This is an optimization exercise on Yosys and OpenROAD, whose aim is small area, a short achievable clock period and few clock cycles per item, not a production implementation. Function was checked by simulation only, so behaviour that the tests miss may differ from the original.

## flow/design.v (module list and top-level ports; edited modules follow where they fit)
// module trilinear_interp_axis: 4266 lines
module trilinear_interp_axis (
    input  logic         clk,
    input  logic         rstn,
    input  logic         in_valid,
    output logic         in_ready,
    input  logic [7:0]   frac_r,
    input  logic [7:0]   frac_g,
    input  logic [7:0]   frac_b,
    input  logic         mode,
    input  logic [7:0]   in_user,
    input  logic [191:0] pt_nbr,
    output logic         out_valid,
    input  logic         out_ready,
    output logic [23:0]  out_pt,
    output logic [7:0]   out_user
);
  // ...
==> flow/run.sh <==
#!/bin/bash
# synth_recipe.tcl (not shown) runs the flow's synth.tcl, then flattens the netlist and writes it again
# the make line also repeats each setting of config.mk as NAME=value (left out here)
make -C /OpenROAD-flow-scripts/flow DESIGN_CONFIG=/design/flow/config.mk WORK_HOME=/design/flow/orfs CLKGATE_MAP_FILE= SYNTH_SCRIPT=/design/flow/synth_recipe.tcl finish
==> flow/config.mk <==
export PLATFORM = sky130hd
export DESIGN_NAME = trilinear_interp_axis
export DESIGN_NICKNAME = trilinear_interp_axis
export VERILOG_FILES = /design/flow/design.v
export SDC_FILE = /design/flow/constraint.sdc
export NUM_CORES = 4
export LEC_CHECK = 0
export ABC_CLOCK_PERIOD_IN_PS = 3000
export CAP_MARGIN = 20
export CORE_MARGIN = 2
export CORE_UTILIZATION = 40
export SETUP_SLACK_MARGIN = 3.0
export SLEW_MARGIN = 20
export TNS_END_PERCENT = 20
==> flow/constraint.sdc <==
create_clock -name core_clock -period 6.0 [get_ports {clk}]
set_input_delay 1.2000 -clock core_clock [delete_from_list [all_inputs] [get_ports {clk}]]
set_output_delay 1.2000 -clock core_clock [all_outputs]
set_load 0.01 [all_outputs]
==> impl_metrics.env, run 1 <==
export IMPL_status="timing/DRC/antenna clean"
export IMPL_critPathArrivalTime_ns=1.94
export IMPL_start_util_pct=40.21
export IMPL_n_clock_buffer=247
export IMPL_final_area_mm2=0.1070
export IMPL_ios=263
export IMPL_ys_seq_area_share_pct=38.69
export IMPL_clk_latency_ns=0.84
export IMPL_setup_tns_final_ns=0
export IMPL_cts_resized=42
export IMPL_std_cell_rows=177
export IMPL_placed_area_mm2=0.09939
export IMPL_highest_layer="met4"
export IMPL_reg2reg_from="st6_q[120]"
export IMPL_nonClkBufAreaFrac_pct=3.672
export IMPL_crit_type="in2out"
export IMPL_dp_hpwl_um=154300
export IMPL_cts_setup_buffers=25
export IMPL_port_buffers=262
export IMPL_min_period_over_period_pct=52.38
export IMPL_dr_wl_met2_um=102300
export IMPL_maxClockFrequency_ghz=0.3182
export IMPL_yosys_area_top_type_share_pct=30.96
export IMPL_wl_per_cell_um=21.22
export IMPL_met1Wirelength_um=106300
export IMPL_nFillCells=20749
export IMPL_cts_tree="done"
export IMPL_multi_input_area_share_pct=50.37
export IMPL_regArea_mm2=0.03625
export IMPL_hold_class="reg2reg"
export IMPL_gr_usage_met3_pct=2.940
export IMPL_synth_warnings=1
export IMPL_hold_path_cell_count=0
export IMPL_setup_violations=0
export IMPL_multi_input_gates=4425
export IMPL_synth_area_leaders="dfxtp_1 (31%), fa_1 (22%), mux2_2 (16%), ha_1 (7.3%), edfxtp_1 (7.2%)"
export IMPL_vias_per_cell=5.086
Testbench counts, summed over its fixed seeds: cycles 16,056, items 16,000.
==> run 2, diff against run 1 <==
--- a/flow/config.mk
+++ b/flow/config.mk
@@ -7,3 +7,3 @@
 export LEC_CHECK = 0
-export ABC_CLOCK_PERIOD_IN_PS = 3000
+export ABC_CLOCK_PERIOD_IN_PS = 3100
 export CAP_MARGIN = 20
@@ -11,3 +11,4 @@
 export CORE_UTILIZATION = 40
-export SETUP_SLACK_MARGIN = 3.0
+export CTS_BUF_LIST = sky130_fd_sc_hd__clkbuf_4 sky130_fd_sc_hd__clkbuf_8
+export SETUP_SLACK_MARGIN = 2.9
 export SLEW_MARGIN = 20
==> impl_metrics.env, run 2 <==
export IMPL_port_buffers=262
export IMPL_dieArea_mm2=0.2376
export IMPL_critPathSlowestCell="clkdlybuf4s50_1"
export IMPL_critPathMaxStageDelay_ns=0.56
export IMPL_start_util_pct=40.21
export IMPL_period_minus_slack_ns=3.166
export IMPL_drc=0
export IMPL_top_regs="st2_q x530, st4_q x311, st1_q x227"
export IMPL_maxClockFrequency_ghz=0.3159
export IMPL_grt_max_degree=61
export IMPL_final_core_util_pct=45.77
export IMPL_critPathBufInv=1
export IMPL_hold_violations=0
export IMPL_status="timing/DRC/antenna clean"
export IMPL_largest_reg_flops=530
export IMPL_drt_total_wl_um=223500
export IMPL_slew_violations=0
export IMPL_cts_tree="done"
export IMPL_cts_buffers=311
export IMPL_synth_area_leaders="dfxtp_1 (31%), fa_1 (22%), mux2_2 (16%), ha_1 (7.3%), edfxtp_1 (7.2%)"
export IMPL_yosys_area_top_type="dfxtp_1"
export IMPL_path_clk_slew_ns=0.06
export IMPL_fp_dieW_um=487.5
export IMPL_drt_iter0_markers=2318
export IMPL_final_antenna_net_count=0
export IMPL_ys_flop_type="dfxtp_1"
export IMPL_netlist_instances=7117
export IMPL_syn_avg_cell_area_um2=13.14
export IMPL_clk_latency_ns=1.03
export IMPL_end_kind="output port"
export IMPL_r2r_cells=8
export IMPL_drt_pass1_iterations=5
export IMPL_antenna_found_initial=7
export IMPL_wl_per_cell_um=20.90
export IMPL_synth_warnings=1
export IMPL_vias=54180
export IMPL_synth_distinct_cells=70
export IMPL_ys_seq_area_share_pct=38.69
export IMPL_slew_headroom_pct=29.33
export IMPL_cp_cell_sequence="clkdlybuf4s50_1"
export IMPL_final_cell_mix="dfxtp_1 (1425), mux2_2 (1356), fa_1 (1010)"
export IMPL_tightest_slew_ns=1.059
export IMPL_grt_use_total_pct=18.89
export IMPL_min_period_over_period_pct=52.76
export IMPL_setup_tns_final_ns=0
export IMPL_async_flop_share_pct=1.183
export IMPL_clock_sinks=1690
export IMPL_core_area_mm2=0.2325
export IMPL_dp_hpwl_um=154100
export IMPL_drive_gt1_share_pct=27.23
export IMPL_critPathArrivalTime_ns=1.97
export IMPL_critical_path_depth=1
export IMPL_synth_edf_count=224
export IMPL_nNetsFinal=9223
export IMPL_clock_skew_ns=0.1049
export IMPL_grt_pass1_wl_um=349700
export IMPL_path_delay_family="buffers and inverters"
export IMPL_setup_violations=0
export IMPL_hold_path_cell_count=0
export IMPL_crit_fanout=1
export IMPL_area_delta_synth_final_pct=13.82
export IMPL_netlist_top_cells_count="dfxtp_1 (1446), mux2_2 (1356), fa_1 (1010), inv_1 (663), ha_1 (548)"
export IMPL_hold_class="reg2reg"
export IMPL_htree_levels=5
export IMPL_synth_most_common_cell="dfxtp_1"
export IMPL_rsz0062_at_grt="yes"
export IMPL_crit_type="reg2out"
export IMPL_layout_commonest_cell="dfxtp_1"
export IMPL_ys_seq_elements=1690
export IMPL_vias_per_cell=5.067
export IMPL_yosys_area_top_type_share_pct=30.96
export IMPL_syn_area_mm2=0.09350
export IMPL_ios=263
export IMPL_clockRootBuffer="clkbuf_8"
export IMPL_max_cap_viol_count=0
export IMPL_std_cell_rows=177
export IMPL_holdBufCountCts=0
export IMPL_grt_pass1_vias=59866
export IMPL_syn_nets=8904
export IMPL_cts_buffer_depth=4
export IMPL_critical_path_required_ns=4.80
export IMPL_grt_overflow_total=0
export IMPL_place_congestion=0.8258
export IMPL_die_h_um=487.5
export IMPL_largest_register="st2_q"
export IMPL_start_kind="register"
[run 2: changes by cell type in the layout (fill, tap and decap cells not counted), sizes merged]
cell | previous run | this run
clkbuf | 247 | 458
clkinvlp | 13 | 9
nor2 | 132 | 133
inv | 673 | 665
bufinv | 23 | 8
clkinv | 58 | 46
dlygate4sd2 | 1 | 2
diode | 1 | 4
buf | 101 | 83
bufbuf | 3 | 0
[run 2: cells by family (layout without fill, tap and decap cells)]
logic type | count (synthesis) | count (layout) | share of synthesized area (%)
buffers and inverters | 1002 | 1530 | 4.039
AO/OA/AOI/OAI | 550 | 550 | 3.893
other | 0 | 4 | 0
AND/OR/NAND/NOR | 431 | 432 | 2.181
multiplexers | 1742 | 1742 | 20.89
flip-flops | 1690 | 1690 | 38.69
XOR/XNOR | 144 | 144 | 1.349
adder cells (fa/ha/maj) | 1558 | 1558 | 28.96
[run 2: final timing paths]
path / startpoint / endpoint / slack [ns]
hold / removal: st3_q[4] / st4_q[4] / 0.30
max in group asynchronous: rstn / rp[0] / 4.63
setup / recovery: hd_q[6] / out_pt[6] / 2.83
setup reg to reg: st5_q[9] / st6_q[40] / 2.91
hold reg to reg: st3_q[4] / st4_q[4] / 0.30
min in group asynchronous: rstn / rp[1] / 0.70
[run 2: timing repair]
action                     CTS  global route
pin swaps                    0             7
buffers inserted            19             4
gates resized for setup     19            29
setup endpoints to repair  347           278
cloned                       0             1
hold endpoints to repair     0             0
[run 2: final cells by class]
class	count	area, µm²
multi-input cells	4426	53800
inverters	663	2489
fillers	20930	126100
repair buffers	344	3660
clock inverters	65	561.8
diodes	4	10.01
flip-flops and latches	1690	36240
well taps	3043	3807
clock buffers	458	5859
[run 2: stage by stage]
stage | hold slack [ns] | cell area [µm²] | std cells | setup WS [ns]
floorplan | 0.3096 | 93530 | 7117 | 2.625
global placement | 0.3102 | 99390 | 10139 | 2.157
detailed placement | 0.3121 | 99420 | 10140 | 2.167
CTS | 0.3230 | 106200 | 10682 | 2.719
global route | 0.3270 | 106400 | 10691 | 2.711
finish | 0.3048 | 106400 | 10693 | 2.834
[run 2: metal layers]
layer,GRT usage [%],vias up,routed length [µm]
met3,3.448,428,10850
met4,6.886,0,7210
met5,0,-,0
met2,30.02,1289,101000
met1,25.71,27555,104400
li1,-,24908,-
==> run 3, diff against run 2 <==
--- a/flow/config.mk
+++ b/flow/config.mk
@@ -11,5 +11,3 @@
 export CORE_UTILIZATION = 40
-export CTS_BUF_LIST = sky130_fd_sc_hd__clkbuf_4 sky130_fd_sc_hd__clkbuf_8
 export SETUP_SLACK_MARGIN = 2.9
 export SLEW_MARGIN = 20
-export TNS_END_PERCENT = 20
==> impl_metrics.env, run 3 <==
export IMPL_hold_class="reg2reg"
export IMPL_grt_max_degree=68
export IMPL_top_regs="st2_q x530, st4_q x311, st1_q x227"
export IMPL_multi_input_area_mm2=0.05405
export IMPL_drt_pass1_iterations=5
export IMPL_cp_cell_sequence="clkdlybuf4s15_1, and2_4, nand3b_1, buf_2"
export IMPL_met1Wirelength_um=107600
export IMPL_cts_tree="done"
export IMPL_dr_wl_met2_um=101700
export IMPL_wl_met3_um=9439
export IMPL_vias_per_cell=5.090
export IMPL_critical_path_required_ns=4.80
export IMPL_ios=263
export IMPL_synth_distinct_cells=70
export IMPL_drc=0
export IMPL_critPathArrivalTime_ns=1.85
export IMPL_setup_violations=0
export IMPL_largest_register="st2_q"
export IMPL_dieArea_mm2=0.2376
export IMPL_netlist_top_cells_count="dfxtp_1 (1446), mux2_2 (1356), fa_1 (1010), inv_1 (663), ha_1 (548)"
export IMPL_clk_latency_ns=0.85
export IMPL_yosys_area_top_type_share_pct=30.96
export IMPL_syn_area_mm2=0.09350
export IMPL_final_antenna_net_count=0
export IMPL_critPathSlowestCell="clkdlybuf4s15_1"
export IMPL_synth_warnings=1
export IMPL_grt_pass1_vias=59589
export IMPL_grt_use_total_pct=18.92
export IMPL_crit_fanout=2
export IMPL_r2r_cells=8
export IMPL_syn_nets=8904
export IMPL_cts_buffer_depth=3
export IMPL_netlist_instances=7117
export IMPL_hold_violations=0
export IMPL_place_congestion=0.8126
export IMPL_core_area_mm2=0.2325
export IMPL_nFillCells=20759
export IMPL_layout_commonest_cell="dfxtp_1"
export IMPL_ys_seq_area_share_pct=38.69
export IMPL_status="timing/DRC/antenna clean"
export IMPL_fp_dieW_um=487.5
export IMPL_setup_tns_final_ns=0
export IMPL_synth_edf_count=224
export IMPL_antenna_found_initial=8
export IMPL_tightest_slew_ns=1.061
export IMPL_async_flop_share_pct=1.183
export IMPL_nNetsFinal=9126
export IMPL_slew_headroom_pct=29.09
export IMPL_std_cell_rows=177
export IMPL_synth_area_leaders="dfxtp_1 (31%), fa_1 (22%), mux2_2 (16%), ha_1 (7.3%), edfxtp_1 (7.2%)"
export IMPL_final_cell_mix="dfxtp_1 (1425), mux2_2 (1356), fa_1 (1010)"
export IMPL_drt_total_wl_um=224300
export IMPL_max_cap_viol_count=0
export IMPL_grt_pass1_wl_um=351100
export IMPL_cts_buffers=185
export IMPL_clockRootBuffer="clkbuf_16"
export IMPL_dp_hpwl_um=153900
export IMPL_syn_avg_cell_area_um2=13.14
export IMPL_crit_start="out_ready"
export IMPL_min_period_over_period_pct=50.82
export IMPL_area_delta_synth_final_pct=14.61
export IMPL_endpoint="in_ready"
export IMPL_start_kind="primary input"
export IMPL_r2r_slack_ns=2.98
export IMPL_drt_iter0_markers=2588
export IMPL_highest_layer="met4"
export IMPL_ys_flop_type="dfxtp_1"
export IMPL_stdcell_count=10540
export IMPL_critPathMaxStageDelay_ns=0.20
export IMPL_start_util_pct=40.21
export IMPL_htree_levels=4
export IMPL_dp_cells=10137
export IMPL_port_buffers=262
export IMPL_critPathBufInv=2
export IMPL_rsz0062_at_grt="yes"
export IMPL_end_kind="output port"
export IMPL_maxClockFrequency_ghz=0.3280
export IMPL_regArea_mm2=0.03626
export IMPL_ys_seq_elements=1690
export IMPL_rr_endpoint="st4_q[245]"
export IMPL_reg2reg_from="st3_q[9]"
export IMPL_period_minus_slack_ns=3.049
export IMPL_yosys_area_top_type="dfxtp_1"
export IMPL_synth_most_common_cell="dfxtp_1"
export IMPL_clock_sinks=1690
export IMPL_path_clk_slew_ns=0.06
export IMPL_largest_reg_flops=530
export IMPL_grt_overflow_total=0
export IMPL_vias=53646
export IMPL_wl_per_cell_um=21.28
export IMPL_die_h_um=487.5
export IMPL_drive_gt1_share_pct=25.75
export IMPL_critical_path_depth=4
export IMPL_crit_type="in2out"
export IMPL_slew_violations=0
export IMPL_clock_skew_ns=0.04675
export IMPL_path_delay_family="buffers and inverters"
==> run 3: changes by cell type in the layout (fill, tap and decap cells not counted), moves of 8 or more <==
cell,delta
clkbuf_16,+191
clkbuf_1,+28
buf_4,+13
buf_6,+8
clkbuf_4,-71
bufinv_16,+19
clkinv_2,-9
clkbuf_8,-363
==> run 3: kinds of logic after synthesis <==
logic type	synth area share, %
AOI/OAI and AO/OA	3.893
xor gates and xnor gates	1.349
adders and majority gates	28.96
buffers and inverters	4.039
DFF	38.69
muxes	20.89
and+or+nand+nor	2.181
==> run 3: through the flow <==
step | cell area, µm² | setup slack, ns | hold WS [ns] | utilization [%]
floorplan | 93540 | 2.699 | 0.3096 | -
CTS | 106400 | 2.795 | 0.3084 | 45.78
finish | 107200 | 2.951 | 0.3091 | 46.08
detailed placement | 99350 | 2.121 | 0.3121 | 42.72
global placement | 99350 | 2.153 | 0.3109 | 42.72
global route | 107100 | 2.837 | 0.3176 | 46.08
==> run 3: how the worst min path moves through the flow <==
stage                         start         to  slack, ns  cells after the start
final                     st2_q[18]  st3_q[18]       0.31                      0
after floorplan            st1_q[0]   st2_q[0]       0.31                      0
after global routing           rstn    mcnt[0]       0.32                      1
after CTS                 st2_q[18]  st3_q[18]       0.31                      0
after global placement    st1_q[18]  st2_q[18]       0.31                      0
after detailed placement  st3_q[23]  st4_q[23]       0.31                      0
==> run 3: what timing repair did <==
item,in CTS,in global routing
cloned,2,3
endpoints found under the setup margin,396,233
hold buffers,0,0
buffers inserted,23,29
pin swaps,4,17
resized for setup,49,61
==> run 3: per-layer routing <==
| metal | up-vias | GRT usage [%] |
|---|---|---|
| li1 | 24709 | - |
| met1 | 27457 | 26.69 |
| met2 | 1164 | 30.35 |
| met3 | 316 | 2.658 |
| met4 | 0 | 5.207 |
| met5 | - | 0 |
==> run 3: layout make-up <==
type | instances | area share [%]
antenna | 5 | 0.01168
clock buffer | 240 | 4.797
clock inverter | 100 | 1.294
inverter | 663 | 2.322
multi-input combinational | 4427 | 50.44
sequential | 1690 | 33.83
tap | 3043 | 3.553
timing repair buffer | 372 | 3.752
==> run 3: worst register-to-register path, cell delays in order, from the launching register on <==
cell and delay, ns:
dfxtp_4 0.43, buf_8 0.25, mux2_2 0.39, ha_1 0.31, fa_1 0.48, inv_1 0.06, fa_1 0.50, inv_1 0.06
fa_1 0.42

-- what the ideal ports hide --
Ports are ideal in the flow. The routed layouts listed here were re-timed in OpenROAD. Step 1, drivers: a clkbuf_16 drives clk and a buf_2 each remaining input, both assumed. Step 2, shift: input delay + t, output delay - t, t = (earliest + latest rising clock arrival at the registers) / 2. This alone moves slack from input paths to output paths. a / b / c = no drivers / after step 1 / after step 2; a / b = the first two.
run | t, ns | setup slack, ns | latest minus earliest clock arrival (ns) | worst slew at a driven data input, ns
run 1 | 0.892 | 2.857 / 2.832 / 2.731 | 0.093 / 0.093 | 0.09
run 2 | 1.076 | 2.834 / 2.745 / 2.436 | 0.126 / 0.126 | 0.10
run 3 | 0.923 | 2.951 / 2.901 / 2.511 | 0.057 / 0.056 | 0.10
After both steps every run listed still meets setup and hold. For run 3, which loses most, drivers alone change the setup slack by -0.050 ns; drivers and shift together by -0.440 ns.
